Context: an optimization exercise on an open-source flow, tuned for small area and a short achievable clock period. The choices shown serve that exercise and are no tape-out recipe. Where RTL was checked, it was by simulation tests only, not by an equivalence proof against the original.

## main
// mul_issue_ctrl
module mul_issue_ctrl
#(
   parameter int MUL_LAT = m_extension::MUL_LAT_DEFAULT
) (
   input  logic        clk,
   input  logic        rst,
   input  logic        req_valid,
   output logic        req_ready,
   input  logic [31:0] req_rs1,
   input  logic [31:0] req_rs2,
   input  m_extension::m_funct3     req_funct3,
   input  logic        flush,
   output logic        resp_valid,
   output logic [31:0] resp_data,
   input  logic        resp_ready,
   output logic [15:0] hit_count
);
   logic        idle_r;
   logic        resp_r;
   logic [4:0]  step_r;
   logic        load_r;        
   logic [31:0] op_a_r;
   logic        op_as_r;       
   logic [31:0] op_b_r;
   logic        op_bs_r;       
   logic [2:0]  op_f_r;
   logic [32:0] acc_r;
   logic [3:0]  cy_r;          
   logic [31:0] last_rs1_r;
   logic [31:0] last_rs2_r;
   logic [2:0]  last_f_r;
   logic [31:0] last_result_r;
   logic [2:0]  last_cy_r;     
   logic        last_valid_r;
   logic [15:0] hit_count_r;
   logic        req_ready_s;
   logic        accept_s;
   logic        match_s;
   logic        hit_s;
   logic        miss_s;
   logic        complete_s;
   always_comb begin
      req_ready_s = ~flush & (idle_r | (resp_r & resp_ready));
      accept_s    = req_valid & req_ready_s;
      match_s     = last_valid_r & (req_rs1 == last_rs1_r) & (req_rs2 == last_rs2_r) &
                    (req_funct3 == last_f_r);
      hit_s       = accept_s & match_s;
      miss_s      = accept_s & ~match_s;
      complete_s  = ~flush & step_r[4];
   end
   always_ff @(posedge clk) begin
      if (rst || flush) begin
         idle_r <= 1'b1;
         resp_r <= 1'b0;
         step_r <= 5'd0;
         load_r <= 1'b1;
      end else begin
         idle_r <= ~accept_s & (idle_r | (resp_r & resp_ready));
  ...
==> flow/config.mk <==
export PLATFORM = sky130hd
export DESIGN_NAME = mul_issue_ctrl
export DESIGN_NICKNAME = mul_issue_ctrl
export VERILOG_FILES = /design/flow/design.v
export SDC_FILE = /design/flow/constraint.sdc
export NUM_CORES = 4
export LEC_CHECK = 0
export CAP_MARGIN = 20
export CORE_MARGIN = 2
export CORE_UTILIZATION = 40
export SLEW_MARGIN = 20
export TNS_END_PERCENT = 0
==> flow/constraint.sdc <==
create_clock -name core_clock -period 10.0 [get_ports {clk}]
set_input_delay 2.0000 -clock core_clock [delete_from_list [all_inputs] [get_ports {clk}]]
set_output_delay 2.0000 -clock core_clock [all_outputs]
set_load 0.01 [all_outputs]
standard.sh (not shown) runs the stock make flow with config.mk's settings and CLKGATE_MAP_FILE= SYNTH_SCRIPT=/design/flow/synth_recipe.tcl, a recipe that flattens the netlist after the stock synthesis.
==> flow/flow/run.sh <==
#!/bin/bash
# Own flow: the standard layout (standard.sh: the standard synthesis, then
# ORFS floorplan, placement, CTS and routing) with plain buf_1 port buffers in
# place of clkdlybuf4s50_1, larger clock-sink clusters without dummy loads,
# and a tighter setup repair target. Every tool's own log is under orfs/logs/;
# make's output goes to standard.log.
set -euo pipefail
bash standard.sh \
  "BUFFER_PORTS_ARGS=-buffer_cell sky130_fd_sc_hd__buf_1" \
  "CTS_ARGS=-sink_clustering_enable -repair_clock_nets -sink_clustering_size 20 -sink_clustering_max_diameter 100 -dont_use_dummy_load" \
  "SETUP_SLACK_MARGIN=5.45" \
  finish > standard.log 2>&1
main did not stop at any stage, and its layout met the timing, design-rule and antenna checks.
Changes in the feature branch relative to main:
- removing TNS_END_PERCENT (formerly 0)
- changing CAP_MARGIN from 20 to 5
- changing SLEW_MARGIN from 20 to 5
[summary]
The feature branch went all the way through the flow, and no timing, DRC or antenna check failed.
Going from main to the feature branch, the share of cells above drive strength 1 was found to have gone up by 2.8 points.
Final cell area: the feature branch above main
The utilization of the core after routing reported for the feature branch is greater than that of main by 0.81 points.
A kind of critical path of input port to primary output is what the feature branch shows, while register to primary output belongs to main.
Per the comparison of the feature branch with main, via count +100, sequential share of layout area -0.64 points, number of fill cells in the layout -1.5%.
Wire: the feature branch routes less than main

* * *

The RTL this note starts from:
==> flow/design.v <==
package m_extension;
   typedef enum logic [2:0] {
      F3_MUL    = 3'b000,
      F3_MULH   = 3'b001,
      F3_MULHSU = 3'b010,
      F3_MULHU  = 3'b011
   } m_funct3;
   typedef enum logic [1:0] {
      IDLE = 2'b00,
      BUSY = 2'b01,
      RESP = 2'b10
   } mul_ctrl_state_t;
   localparam int MUL_LAT_DEFAULT = 5;
endpackage
import m_extension::*;
module mul_issue_ctrl
#(
   parameter int MUL_LAT = m_extension::MUL_LAT_DEFAULT
) (
   input  logic        clk,
   input  logic        rst,
   input  logic        req_valid,
   output logic        req_ready,
   input  logic [31:0] req_rs1,
   input  logic [31:0] req_rs2,
   input  m_extension::m_funct3     req_funct3,
   input  logic        flush,
   output logic        resp_valid,
   output logic [31:0] resp_data,
   input  logic        resp_ready,
   output logic [15:0] hit_count
);
   logic        idle_r;
   logic        resp_r;
   logic [4:0]  step_r;
   logic        busy;
   logic [31:0] op_a_r;
   logic        op_as_r;       
   logic [31:0] op_b_r;
   logic        op_bs_r;       
   logic [2:0]  op_f_r;
   logic [33:0] acc_r;
   logic        ov_r;          
   logic [31:0] lo_r;
   logic [31:0] last_rs1_r;
   logic [31:0] last_rs2_r;
   logic [2:0]  last_f_r;
   logic [31:0] last_result_r;
   logic        last_valid_r;
   logic [15:0] hit_count_r;
   logic        req_ready_s;
   logic        accept_s;
   logic        match_s;
   logic        hit_s;
   logic        miss_s;
   logic        complete_s;
   assign busy = |step_r;
   always_comb begin
      req_ready_s = ~flush & (idle_r | (resp_r & resp_ready));
      accept_s    = req_valid & req_ready_s;
      match_s     = last_valid_r & (req_rs1 == last_rs1_r) & (req_rs2 == last_rs2_r) &
                    (req_funct3 == last_f_r);
      hit_s       = accept_s & match_s;
      miss_s      = accept_s & ~match_s;
      complete_s  = ~flush & step_r[4];
   end
   always_ff @(posedge clk) begin
      if (rst || flush) begin
         idle_r <= 1'b1;
         resp_r <= 1'b0;
         step_r <= 5'd0;
      end else begin
         idle_r <= ~accept_s & (idle_r | (resp_r & resp_ready));
         resp_r <= hit_s | step_r[4] | (resp_r & ~resp_ready);
         step_r <= {step_r[3:0], miss_s};
      end
   end
   localparam logic [41:0] SIGN_FIX = 42'h35400000000;   
   logic               last_step;
   logic [7:0]         chunk;
   logic [8:0]         bits;
   logic [32:0]        a_x;
   logic [3:0]         b_neg;
   logic [3:0]         b_one;
   logic [3:0]         b_two;
   logic [33:0]        row [4];
   logic [41:0]        t_s;
   logic [41:0]        t_sum;
   logic [31:0]        result_s;
   assign last_step = step_r[4];
   assign chunk     = last_step ? {8{op_bs_r}} : op_b_r[7:0];
   assign bits      = {chunk, ov_r};
   assign a_x       = {op_as_r, op_a_r};
   always_comb begin
      for (int i = 0; i < 4; i++) begin
         b_neg[i] = bits[2*i+2];
         b_one[i] = bits[2*i+1] ^ bits[2*i];
         b_two[i] = (bits[2*i+2] & ~bits[2*i+1] & ~bits[2*i]) |
                    (~bits[2*i+2] & bits[2*i+1] & bits[2*i]);
         for (int j = 0; j < 33; j++) begin
            row[i][j] = ((b_one[i] & a_x[j]) | (b_two[i] & ((j == 0) ? 1'b0 : a_x[j-1]))) ^ b_neg[i];
         end
         row[i][33] = ~(((b_one[i] | b_two[i]) & a_x[32]) ^ b_neg[i]);
      end
      t_sum = {8'd0, ~acc_r[33], acc_r[32:0]} +
              {8'd0, row[0]} + {6'd0, row[1], 2'd0} + {4'd0, row[2], 4'd0} + {2'd0, row[3], 6'd0} +
              {35'd0, b_neg[3], 1'b0, b_neg[2], 1'b0, b_neg[1], 1'b0, b_neg[0]} +
              SIGN_FIX;
   end
   assign t_s      = t_sum;
   assign result_s = (op_f_r == F3_MUL) ? lo_r : t_s[31:0];
   always_ff @(posedge clk) begin
      if (!busy) begin
         op_a_r  <= req_rs1;
         op_as_r <= ((req_funct3 == F3_MULH) || (req_funct3 == F3_MULHSU)) & req_rs1[31];
         op_b_r  <= req_rs2;
         op_bs_r <= (req_funct3 == F3_MULH) & req_rs2[31];
         op_f_r  <= req_funct3;
         acc_r   <= 34'd0;
         ov_r    <= 1'b0;
      end else begin
         op_b_r  <= {op_b_r[7:0], op_b_r[31:8]};
         acc_r   <= t_s[41:8];
         ov_r    <= op_b_r[7];
         lo_r    <= {t_s[7:0], lo_r[31:8]};
      end
   end
   always_ff @(posedge clk) begin
      if (complete_s) begin
         last_rs1_r    <= op_a_r;
         last_rs2_r    <= op_b_r;
         last_f_r      <= op_f_r;
         last_result_r <= result_s;
      end
   end
   always_ff @(posedge clk) begin
      if (rst) begin
         last_valid_r <= 1'b0;
         hit_count_r  <= 16'd0;
      end else begin
         if (complete_s) begin
            last_valid_r <= 1'b1;
         end
         if (hit_s && (hit_count_r != 16'hFFFF)) begin
            hit_count_r <= hit_count_r + 16'd1;
         end
      end
   end
   assign req_ready  = req_ready_s;
   assign resp_valid = resp_r;
   assign resp_data  = last_result_r;
   assign hit_count  = hit_count_r;
endmodule
export LEC_CHECK = 0
export ABC_CLOCK_PERIOD_IN_PS = 4000
export CAP_MARGIN = 20
export CORE_MARGIN = 2
export CORE_UTILIZATION = 40
export SETUP_SLACK_MARGIN = 5.0
export SLEW_MARGIN = 20
export TNS_END_PERCENT = 100
create_clock -name core_clock -period 10.0 [get_ports {clk}]
run.sh (not shown) runs the stock make flow with config.mk's settings and CLKGATE_MAP_FILE= SYNTH_SCRIPT=/design/flow/synth_recipe.tcl, a recipe that flattens the netlist after the stock synthesis.
Stock flow here: none of the scripts above is used.
The first run ran to the end with no violations.
Next try:
--- a/flow/config.mk
+++ b/flow/config.mk
@@ -7,3 +7,3 @@
 export LEC_CHECK = 0
-export ABC_CLOCK_PERIOD_IN_PS = 4000
+export ABC_CLOCK_PERIOD_IN_PS = 5000
 export CAP_MARGIN = 20
@@ -13,2 +13 @@
 export SLEW_MARGIN = 20
-export TNS_END_PERCENT = 100
After rerunning: Fmax stays the same. Wire length is unchanged. Area after synthesis does not change. Sequential share of layout area does not change.
No functional check of the RTL was part of any run of this note.

## afterwards: timing with drivers on the ports
The flow's constraints put no driver on any port. The routed layouts listed below were extracted and timed again, unchanged, in two steps.
Step 1 sets driving cells, clkbuf_16 on the clock port and buf_2 on the other inputs (assumed; they add their load-dependent delay and slew).
Step 2 times the ports against the registers' clock, not the clock port: input delays grow and output delays shrink by t, the midpoint of the rising clock arrivals with the driver on.
Slacks: no drivers / after step 1 / after step 2; pairs: no drivers / after step 1.
run | shift t [ns] | setup WS [ns] | worst register clock-pin slew, ns | worst data-port slew with drivers (ns) | pins driven straight from the clock port
main | 0.545 | 5.483 / 5.434 / 5.009 | 0.09 / 0.09 | 0.08 | 1
the feature branch | 0.542 | 5.517 / 5.493 / 5.078 | 0.09 / 0.09 | 0.08 | 1
the first run of note 2 | 0.639 | 4.370 / 4.370 / 4.370 | 0.07 / 0.07 | 0.06 | 1
the second run of note 2 | 0.639 | 4.370 / 4.370 / 4.370 | 0.07 / 0.07 | 0.06 | 1
After both steps every run listed still meets setup and hold. For main, which loses most, drivers alone change the setup slack by -0.049 ns; drivers and shift together by -0.474 ns.
